Background: an optimization exercise with open tools, aiming at small area and few clock cycles. Do not read the settings as production practice.
In this exercise RTL edits were held to simulation tests only and were not proved equivalent to the original.
No activity file was given, so power comes from the tool's default toggle rates.

### design.v
package efp_pkg;
   localparam int FRAME_BYTES = 32;
   localparam int CRC_POS     = FRAME_BYTES - 2;
   localparam int POS_RPM     = 13;
   localparam int POS_SENSOR  = 19;
   localparam int NUM_SENSORS = 5;
   localparam int CNT_W       = 6;
   localparam int COUNT_MAX   = 63;
   localparam int RPM_RAW_W = 16;
   localparam int RPM_X10_W = 20;
   localparam int SCALE_W   = 16;
   localparam int PROD_W    = RPM_X10_W + SCALE_W;
   localparam int RPM_W     = 28;
   localparam int Q_FRAC    = 8;
   localparam logic [15:0] CRC_INIT = 16'hFFFF;
   localparam logic [15:0] CRC_POLY = 16'hA001;
   localparam logic [7:0]         SENSOR_KEEP = 8'hFF;
   localparam logic [SCALE_W-1:0] SCALE_RESET = 16'd256;
   localparam logic [1:0] STATUS_OK      = 2'd0;
   localparam logic [1:0] STATUS_CRC_ERR = 2'd1;
   localparam logic [1:0] STATUS_LEN_ERR = 2'd2;
   typedef struct packed {
      logic [7:0] rx_byte;
      logic       frame_end;
   } req_item_type;
   typedef struct packed {
      logic [1:0]       frame_status;
      logic [RPM_W-1:0] rpm_value;
      logic [15:0]      voltage_tenths;
      logic [15:0]      current_tenths;
      logic [7:0]       fet_temperature;
      logic [7:0]       bec_temperature;
      logic [7:0]       motor_temperature;
      logic [7:0]       bec_voltage;
      logic [7:0]       bec_current;
   } rsp_item_type;
   typedef struct packed {
      logic                             len_ok;
      logic                             crc_ok;
      logic [RPM_X10_W-1:0]             rpm_x10;
      logic [15:0]                      voltage;
      logic [15:0]                      current;
      logic [NUM_SENSORS-1:0][7:0]      sensor;
   } frame_info_type;
endpackage
import efp_pkg::*;
module efp_capture (
   input  logic                   clock,
   input  logic                   reset,
   input  logic                   step,
   input  efp_pkg::req_item_type  item,
   output efp_pkg::frame_info_type info
);
   localparam logic [CNT_W-1:0] CNT_MAX     = CNT_W'(COUNT_MAX);
   localparam logic [CNT_W-1:0] CNT_FRAME   = CNT_W'(FRAME_BYTES);
   localparam logic [CNT_W-1:0] CNT_CRC_LO  = CNT_W'(CRC_POS);
   localparam logic [CNT_W-1:0] CNT_CRC_HI  = CNT_W'(CRC_POS + 1);
   localparam logic [CNT_W-1:0] CNT_RPM_LO  = CNT_W'(POS_RPM);
   localparam logic [CNT_W-1:0] CNT_RPM_HI  = CNT_W'(POS_RPM + 1);
   localparam logic [CNT_W-1:0] CNT_VOLT_LO = CNT_W'(POS_RPM + 2);
   localparam logic [CNT_W-1:0] CNT_VOLT_HI = CNT_W'(POS_RPM + 3);
   localparam logic [CNT_W-1:0] CNT_CURR_LO = CNT_W'(POS_RPM + 4);
   localparam logic [CNT_W-1:0] CNT_CURR_HI = CNT_W'(POS_RPM + 5);
   logic [CNT_W-1:0]            byte_count_ff, byte_count_in, count_new;
   logic                        over_ff, over_in, over_new;
   logic [15:0]                 crc_ff, crc_in, crc_new;
   logic [15:0]                 rcrc_ff, rcrc_in, rcrc_new;
   logic [RPM_RAW_W-1:0]        rpm_raw_ff, rpm_raw_in;
   logic [RPM_X10_W-1:0]        rpm_x10_ff, rpm_x10_in;
   logic [15:0]                 volt_ff, volt_in;
   logic [15:0]                 curr_ff, curr_in;
   logic [NUM_SENSORS-1:0][7:0] sensor_ff, sensor_in;
   logic                        in_range;
   function automatic [15:0] crc16_update(input [15:0] crc, input [7:0] data);
      logic [15:0] c;
      c = crc ^ {8'h00, data};
      for (int i = 0; i < 8; i++) begin
         c = c[0] ? ((c >> 1) ^ CRC_POLY) : (c >> 1);
      end
      crc16_update = c;
   endfunction
   assign in_range = (byte_count_ff != CNT_MAX);
   always_comb begin
      count_new  = byte_count_ff;
      over_new   = over_ff;
      crc_new    = crc_ff;
      rcrc_new   = rcrc_ff;
      rpm_raw_in = rpm_raw_ff;
      volt_in    = volt_ff;
      curr_in    = curr_ff;
      sensor_in  = sensor_ff;
      if (in_range) begin
         count_new = byte_count_ff + 1'b1;
         if (byte_count_ff < CNT_CRC_LO) begin
            crc_new = crc16_update(crc_ff, item.rx_byte);
         end
         if (byte_count_ff == CNT_CRC_LO) begin
            rcrc_new[7:0] = item.rx_byte;
         end
         if (byte_count_ff == CNT_CRC_HI) begin
            rcrc_new[15:8] = item.rx_byte;
         end
         case (byte_count_ff)
            CNT_RPM_LO:  rpm_raw_in[7:0]  = item.rx_byte;
            CNT_RPM_HI:  rpm_raw_in[15:8] = item.rx_byte;
            CNT_VOLT_LO: volt_in[7:0]     = item.rx_byte;
            CNT_VOLT_HI: volt_in[15:8]    = item.rx_byte;
            CNT_CURR_LO: curr_in[7:0]     = item.rx_byte;
            CNT_CURR_HI: curr_in[15:8]    = item.rx_byte;
            default: ;
         endcase
         for (int i = 0; i < NUM_SENSORS; i++) begin
            if (byte_count_ff == CNT_W'(POS_SENSOR + i)) begin
               sensor_in[i] = item.rx_byte;
            end
         end
      end else begin
         over_new = 1'b1;
      end
   end
   assign rpm_x10_in = RPM_X10_W'({rpm_raw_in, 3'b000}) + RPM_X10_W'({rpm_raw_in, 1'b0});
   always_comb begin
      if (item.frame_end) begin
         byte_count_in = '0;
         over_in       = 1'b0;
         crc_in        = CRC_INIT;
         rcrc_in       = '0;
      end else begin
         byte_count_in = count_new;
         over_in       = over_new;
         crc_in        = crc_new;
         rcrc_in       = rcrc_new;
      end
   end
   always_ff @(posedge clock) begin
      if (reset) begin
         byte_count_ff <= '0;
         over_ff       <= 1'b0;
         crc_ff        <= CRC_INIT;
         rcrc_ff       <= '0;
      end else if (step) begin
         byte_count_ff <= byte_count_in;
         over_ff       <= over_in;
         crc_ff        <= crc_in;
         rcrc_ff       <= rcrc_in;
      end
   end
   always_ff @(posedge clock) begin
      if (step) begin
         rpm_raw_ff <= rpm_raw_in;
         rpm_x10_ff <= rpm_x10_in;
         volt_ff    <= volt_in;
         curr_ff    <= curr_in;
         sensor_ff  <= sensor_in;
      end
   end
   always_comb begin
      info.len_ok  = !over_new && (count_new == CNT_FRAME);
      info.crc_ok  = (crc_new == rcrc_new);
      info.rpm_x10 = rpm_x10_ff;
      info.voltage = volt_in;
      info.current = curr_in;
      info.sensor  = sensor_in;
   end
endmodule
import efp_pkg::*;
module efp_result (
   input  logic                    clock,
   input  logic                    reset,
   input  logic                    csr_wr_en,
   input  logic [15:0]             csr_wr_data,
   input  logic                    end_step,
   input  efp_pkg::frame_info_type info,
   input  logic                    rsp_ready,
   output logic                    rsp_valid,
   output efp_pkg::rsp_item_type   rsp_item,
   output logic                    rsp_free
);
   logic [SCALE_W-1:0]          scale_ff;
   logic [1:0]                  status_ff, status_in;
   logic                        rsp_valid_ff, rsp_valid_in;
   logic [RPM_W-1:0]            last_rpm_ff, last_rpm_in;
   logic [15:0]                 last_volt_ff, last_volt_in;
   logic [15:0]                 last_curr_ff, last_curr_in;
   logic [NUM_SENSORS-1:0][7:0] held_ff, held_in;
   logic [PROD_W-1:0]           rpm_prod;
   logic                        frame_ok;
   always_ff @(posedge clock) begin
      if (reset) begin
         scale_ff <= SCALE_RESET;
      end else if (csr_wr_en) begin
         scale_ff <= csr_wr_data;
      end
   end
   always_comb begin
      if (!info.len_ok) begin
         status_in = STATUS_LEN_ERR;
      end else if (!info.crc_ok) begin
         status_in = STATUS_CRC_ERR;
      end else begin
         status_in = STATUS_OK;
      end
   end
   assign frame_ok = (status_in == STATUS_OK);
   assign rpm_prod = info.rpm_x10 * scale_ff;
   always_comb begin
      last_rpm_in  = last_rpm_ff;
      last_volt_in = last_volt_ff;
      last_curr_in = last_curr_ff;
      held_in      = held_ff;
      if (end_step && frame_ok) begin
         last_rpm_in  = rpm_prod[Q_FRAC +: RPM_W];
         last_volt_in = info.voltage;
         last_curr_in = info.current;
         for (int i = 0; i < NUM_SENSORS; i++) begin
            if (info.sensor[i] != SENSOR_KEEP) begin
               held_in[i] = info.sensor[i];
            end
         end
      end
   end
   assign rsp_free     = !rsp_valid_ff || rsp_ready;
   assign rsp_valid_in = end_step || (rsp_valid_ff && !rsp_ready);
   always_ff @(posedge clock) begin
      if (reset) begin
         rsp_valid_ff <= 1'b0;
         last_rpm_ff  <= '0;
         last_volt_ff <= '0;
         last_curr_ff <= '0;
         held_ff      <= '0;
      end else begin
         rsp_valid_ff <= rsp_valid_in;
         last_rpm_ff  <= last_rpm_in;
         last_volt_ff <= last_volt_in;
         last_curr_ff <= last_curr_in;
         held_ff      <= held_in;
      end
   end
   always_ff @(posedge clock) begin
      if (end_step) begin
         status_ff <= status_in;
      end
   end
   assign rsp_valid = rsp_valid_ff;
   always_comb begin
      rsp_item.frame_status      = status_ff;
      rsp_item.rpm_value         = last_rpm_ff;
      rsp_item.voltage_tenths    = last_volt_ff;
      rsp_item.current_tenths    = last_curr_ff;
      rsp_item.fet_temperature   = held_ff[0];
      rsp_item.bec_temperature   = held_ff[1];
      rsp_item.motor_temperature = held_ff[2];
      rsp_item.bec_voltage       = held_ff[3];
      rsp_item.bec_current       = held_ff[4];
   end
endmodule
import efp_pkg::*;
module esc_telemetry_frame_parser_core (
   input  logic                  clock,
   input  logic                  reset,
   input  logic                  req_valid,
   output logic                  req_ready,
   input  efp_pkg::req_item_type req_item,
   output logic                  rsp_valid,
   input  logic                  rsp_ready,
   output efp_pkg::rsp_item_type rsp_item,
   input  logic                  csr_wr_en,
   input  logic [15:0]           csr_wr_data
);
   logic           in_valid_ff, in_valid_in;
   efp_pkg::req_item_type   in_item_ff;
   logic           advance;
   logic           rsp_free;
   efp_pkg::frame_info_type info;
   assign advance     = in_valid_ff && (!in_item_ff.frame_end || rsp_free);
   assign req_ready   = !in_valid_ff || advance;
   assign in_valid_in = (req_valid && req_ready) || (in_valid_ff && !advance);
   always_ff @(posedge clock) begin
      if (reset) begin
         in_valid_ff <= 1'b0;
      end else begin
         in_valid_ff <= in_valid_in;
      end
   end
   always_ff @(posedge clock) begin
      if (req_valid && req_ready) begin
         in_item_ff <= req_item;
      end
   end
   efp_capture u_capture (
      .clock (clock),
      .reset (reset),
      .step  (advance),
      .item  (in_item_ff),
      .info  (info)
   );
   efp_result u_result (
      .clock       (clock),
      .reset       (reset),
      .csr_wr_en   (csr_wr_en),
      .csr_wr_data (csr_wr_data),
      .end_step    (advance && in_item_ff.frame_end),
      .info        (info),
      .rsp_ready   (rsp_ready),
      .rsp_valid   (rsp_valid),
      .rsp_item    (rsp_item),
      .rsp_free    (rsp_free)
   );
endmodule
import efp_pkg::*;
module esc_telemetry_frame_parser (
   input  logic        clock,
   input  logic        reset,
   input  logic        req_valid,
   output logic        req_ready,
   input  logic [7:0]  req_rx_byte,
   input  logic        req_frame_end,
   output logic        rsp_valid,
   input  logic        rsp_ready,
   output logic [1:0]  rsp_frame_status,
   output logic [27:0] rsp_rpm_value,
   output logic [15:0] rsp_voltage_tenths,
   output logic [15:0] rsp_current_tenths,
   output logic [7:0]  rsp_fet_temperature,
   output logic [7:0]  rsp_bec_temperature,
   output logic [7:0]  rsp_motor_temperature,
   output logic [7:0]  rsp_bec_voltage,
   output logic [7:0]  rsp_bec_current,
   input  logic        csr_wr_en,
   input  logic [15:0] csr_wr_data
);
   efp_pkg::req_item_type req_item;
   efp_pkg::rsp_item_type rsp_item;
   assign req_item.rx_byte   = req_rx_byte;
   assign req_item.frame_end = req_frame_end;
   esc_telemetry_frame_parser_core u_core (
      .clock       (clock),
      .reset       (reset),
      .req_valid   (req_valid),
      .req_ready   (req_ready),
      .req_item    (req_item),
      .rsp_valid   (rsp_valid),
      .rsp_ready   (rsp_ready),
      .rsp_item    (rsp_item),
      .csr_wr_en   (csr_wr_en),
      .csr_wr_data (csr_wr_data)
   );
   assign rsp_frame_status      = rsp_item.frame_status;
   assign rsp_rpm_value         = rsp_item.rpm_value;
   assign rsp_voltage_tenths    = rsp_item.voltage_tenths;
   assign rsp_current_tenths    = rsp_item.current_tenths;
   assign rsp_fet_temperature   = rsp_item.fet_temperature;
   assign rsp_bec_temperature   = rsp_item.bec_temperature;
   assign rsp_motor_temperature = rsp_item.motor_temperature;
   assign rsp_bec_voltage       = rsp_item.bec_voltage;
   assign rsp_bec_current       = rsp_item.bec_current;
endmodule
### run.sh
#!/bin/bash
# synth_recipe.tcl (not shown) runs the flow's synth.tcl, then flattens the netlist and writes it again
# the make line also repeats each setting of config.mk as NAME=value (left out here)
make -C /OpenROAD-flow-scripts/flow DESIGN_CONFIG=/design/flow/config.mk WORK_HOME=/design/flow/orfs CLKGATE_MAP_FILE= SYNTH_SCRIPT=/design/flow/synth_recipe.tcl finish
### config.mk
export PLATFORM = sky130hd
export DESIGN_NAME = esc_telemetry_frame_parser
export DESIGN_NICKNAME = esc_telemetry_frame_parser
export VERILOG_FILES = /design/flow/design.v
export SDC_FILE = /design/flow/constraint.sdc
export NUM_CORES = 4
export LEC_CHECK = 0
export CAP_MARGIN = 20
export CORE_MARGIN = 2
export CORE_UTILIZATION = 40
export SLEW_MARGIN = 20
### constraint.sdc
create_clock -name core_clock -period 8.0 [get_ports {clock}]
set_input_delay 1.6000 -clock core_clock [delete_from_list [all_inputs] [get_ports {clock}]]
set_output_delay 1.6000 -clock core_clock [all_outputs]
set_load 0.01 [all_outputs]
==> run summary <==
layer usage:
| metal | wire [microns] | vias to the layer above |
|---|---|---|
| li1 | - | 6962 |
| met1 | 23100 | 7459 |
| met2 | 24600 | 346 |
| met3 | 2880 | 76 |
| met4 | 1230 | 0 |
| met5 | 0 | - |
power groups by stage:
stage                     sequential [uW]  clock [uW]  combinational (uW)
after floorplan                      1510           0                3240
after global routing                 1500        1600                4850
after global placement               1530           0                4200
after CTS                            1500        1540                4290
final                                1500        1500                4200
after detailed placement             1530           0                4270
registers in the layout (all words and copies together), names as in the netlist, 9 cells and up:
register	cells
u_core.u_result.last_rpm_ff	28
u_core.u_capture.rpm_raw_ff	16
u_core.u_capture.rpm_x10_ff	17
u_core.u_capture.curr_ff	16
u_core.u_result.last_volt_ff	16
u_core.u_result.last_curr_ff	16
u_core.u_capture.rcrc_ff	16
u_core.u_result.scale_ff	16
u_core.u_capture.sensor_ff	40
u_core.u_capture.crc_ff	16
u_core.in_item_ff	9
u_core.u_result.held_ff	40
u_core.u_capture.volt_ff	16
cells in the final DEF (no fill, tap or decap), drive strengths merged, types with 16 or more instances in the layout:
| cell | n |
|---|---|
| nor2 | 134 |
| mux2i | 135 |
| edfxtp | 116 |
| inv | 349 |
| ha | 122 |
| and2 | 136 |
| nand3 | 20 |
| dfxtp | 157 |
| mux2 | 47 |
| o21ai | 19 |
| xor2 | 18 |
| buf | 30 |
| xnor2 | 53 |
| nand2 | 228 |
| a21oi | 36 |
| a221oi | 41 |
| clkbuf | 45 |
| clkdlybuf4s50 | 132 |
| a22oi | 16 |
| fa | 236 |
through the flow:
| stage | instance area [sq um] | utilization | total power (uW) | worst slack [ps] | hold slack [ps] |
|---|---|---|---|---|---|
| after floorplan | 21500 | - | 4750 | 1550 | 441 |
| after global placement | 23400 | 0.438 | 5730 | 1150 | 457 |
| final | 24500 | 0.459 | 7200 | 1010 | 467 |
| after detailed placement | 23400 | 0.438 | 5800 | 1050 | 463 |
| after CTS | 24500 | 0.458 | 7340 | 1030 | 472 |
| after global routing | 24500 | 0.459 | 7950 | 631 | 487 |
layout make-up:
type                    instances  area [sq um]  area share
inverters                     347          1310      0.0532
well taps                     696           871      0.0355
repair buffers                162          1570      0.0640
clock inverters                15           161     0.00658
multi-input cells            1374         13100       0.534
flip-flops and latches        273          6630       0.270
clock buffers                  45           902      0.0368
worst max-delay path: stages, from the launching register on:
cell	delay (ps)
dfxtp_1	770
nand2_1	160
fa_1	550
inv_1	60
fa_1	500
inv_1	60
fa_1	530
inv_1	50
fa_1	450
fa_1	490
inv_1	50
fa_1	470
inv_1	40
ha_1	350
a21o_1	210
a221o_1	340
a22oi_1	190
o31ai_1	100
buf_4	180
a211oi_1	260
buf_4	170
or3_1	140
a21oi_2	110
a2111o_1	420
o211ai_1	100
a211oi_1	90
worst min-delay path by stage:
stage,startpoint,endpoint,slack (ps)
finish,u_core.u_result.held_ff[25]$_SDFFE_PP0P_,u_core.u_result.held_ff[25]$_SDFFE_PP0P_,470
global placement,u_core.u_capture.over_ff$_SDFFE_PP0P_,u_core.u_capture.over_ff$_SDFFE_PP0P_,460
global route,u_core.u_capture.over_ff$_SDFFE_PP0P_,u_core.u_capture.over_ff$_SDFFE_PP0P_,490
detailed placement,u_core.u_capture.over_ff$_SDFFE_PP0P_,u_core.u_capture.over_ff$_SDFFE_PP0P_,460
CTS,u_core.u_result.held_ff[25]$_SDFFE_PP0P_,u_core.u_result.held_ff[25]$_SDFFE_PP0P_,470
floorplan,u_core.u_capture.over_ff$_SDFFE_PP0P_,u_core.u_capture.over_ff$_SDFFE_PP0P_,440
logic make-up (layout without fill, tap and decap cells):
| family | after synthesis | in the layout | share of synthesized area |
|---|---|---|---|
| buffers and inverters | 461 | 569 | 0.0839 |
| flip-flops | 273 | 273 | 0.308 |
| AO/OA/AOI/OAI | 175 | 175 | 0.0688 |
| AND/OR/NAND/NOR | 585 | 585 | 0.128 |
| adder cells (fa/ha/maj) | 358 | 358 | 0.290 |
| multiplexers | 182 | 182 | 0.0874 |
| XOR/XNOR | 74 | 74 | 0.0339 |
==> flow_metrics.tcl <==
set metrics [dict create \
    grt_max_degree 81 \
    powerDensity_nw_per_um2 293 \
    avgSynthCellArea_sq_um 10.2 \
    r2r-start "u_core.u_result.scale_ff[8]$_SDFFE_PP1P_" \
    placed_cells 2851 \
    pwr-share-comb 0.584 \
    worstMarginPinSlew_ps 1090 \
    synthCells 2108 \
    ant_nets 0 \
    hold_viol_final 0 \
    synthDistinctLibCells 63 \
    synth_nets 2496 \
    wl_per_cell_microns 17.8 \
    place.gp.congestion 0.859 \
    htreeDepth 2 \
    layout_min_cycle_time_ps 6990 \
    overflow 0 \
    worst_clock_skew_ps 17.4 \
    synth_largest_area_cell "fa_1" \
    synth_edf_count 116 \
    clock.fmax_mhz 143 \
    hold_depth 2 \
    hp-class "reg2reg" \
    hold_buffers 0 \
    power_leakage_uw 0.0102 \
    use_met2 0.319 \
    first_iter_violations 784 \
    r2r_cells 25 \
    p_seq_frac 0.208 \
    p_sw_uw 2990 \
    cts-root-buf "clkbuf_16" \
    yosysWarningCount 3 \
    rsz0062_at_grt "no" \
    wirelength_microns 51900 \
    critPathLaunchType "flop" \
    initial_utilization 0.402 \
    synthFlopType "dfxtp_1" \
    postCtsSetupRepairBufs 0 \
    synthArstFlopShare 0 \
    switching_share 0.415 \
    worst-path-max-fanout 20 \
    endpoint_kind "flop" \
    synth_commonest_cells "347 x inv_1, 236 x fa_1, 223 x nand2_1" \
    vias_per_cell 5.10 \
    path_clk_slew_ps 60 \
    grt_pass1_wl_microns 84200 \
    gr-usage-met1 0.251 \
    drc 0 \
    portBuffers 133 \
    critPathKind "reg2reg" \
    clkSinkCount 273 \
    fin_cells 2912 \
    yosysSeqAreaShare 0.308 \
    grt_pass1_vias 15600 \
    synth_top_cell_area_share 0.219 \
    area_growth_pct 14.0 \
    final_net_count 2580 \
    antenna_found_initial 0 \
    fill_cells 5049 \
    status "finished clean" \
    timing.slew.headroom 0.266 \
    clkPwrFrac 0.208 \
    design.die.area_sq_um 55700 \
    fp.dieW_microns 236 \
    use_met3 0.0343 \
    top_usage_layer "met2" \
    arrival_ps 7370 \
    numCtsBuffers 34 \
    drv_cap 0 \
    clk_latency_ps 550 \
    synthTopCellsByArea "fa_1 22%, edfxtp_1 16%, dfxtp_1 15%, ha_1 7.1%, mux2i_1 6.3%" \
    cts_buffer_depth 3 \
    ys_ff_latch 273 \
    regToRegSetupSlack_ps 1010 \
    crit_path_start "u_core.u_result.scale_ff[8]$_SDFFE_PP1P_" \
    grt.total_usage 0.190 \
    dp_hpwl_microns 38200 \
    first_pass_iters 5 \
    std_cell_rows 85 \
    fin_crit_sh 0.874 \
    crit_end "u_core.u_result.last_rpm_ff[27]$_SDFFE_PP0P_" \
    syn_area_sq_um 21500 \
    setup_violations 0 \
    cts_resized 0 \
    reg2reg_to "u_core.u_result.last_rpm_ff[27]$_SDFFE_PP0P_" \
    tns_ps 0 \
    drive_above_1_share 0.0826 \
    num_vias 14800 \
    intPower_uw 4210 \
    diodes 0 \
    drv_slew 0 \
    yosysMostFrequentCell "inv_1" \
    ir_drop_mv 0.331 \
    core-area_sq_um 53500 \
    cts_tree "done" \
    required_ps 8380 \
    die_y_microns 236 \
    pin_count 134 \
]
Testbench counts, summed over its fixed seeds: cycles 16,690.

[afterwards: timing with drivers on the ports]
In the flow no input, the clock included, has a driving cell. The finished layout below was timed again as built, in two steps.
Step 1: set_driving_cell puts a clkbuf_16 on clock and a buf_2 on each other input, an assumption about the parent block.
Step 2 adds t to the input delays and takes it off the output delays; t is the mean of the earliest and latest rising clock arrival at the registers after step 1. Input paths then give back, and output paths get back, about the clock's delay inside the block.
Slacks: ideal / step 1 / step 2; pairs: ideal / step 1.
t, ns: 0.595
setup slack, ns: 1.009 / 1.009 / 1.009
slew at the worst register clock pin (ns): 0.06 / 0.06
After both steps this run still meets setup and hold. The setup slack of this run moves by 0.000 ns with the drivers and by 0.000 ns with both steps.
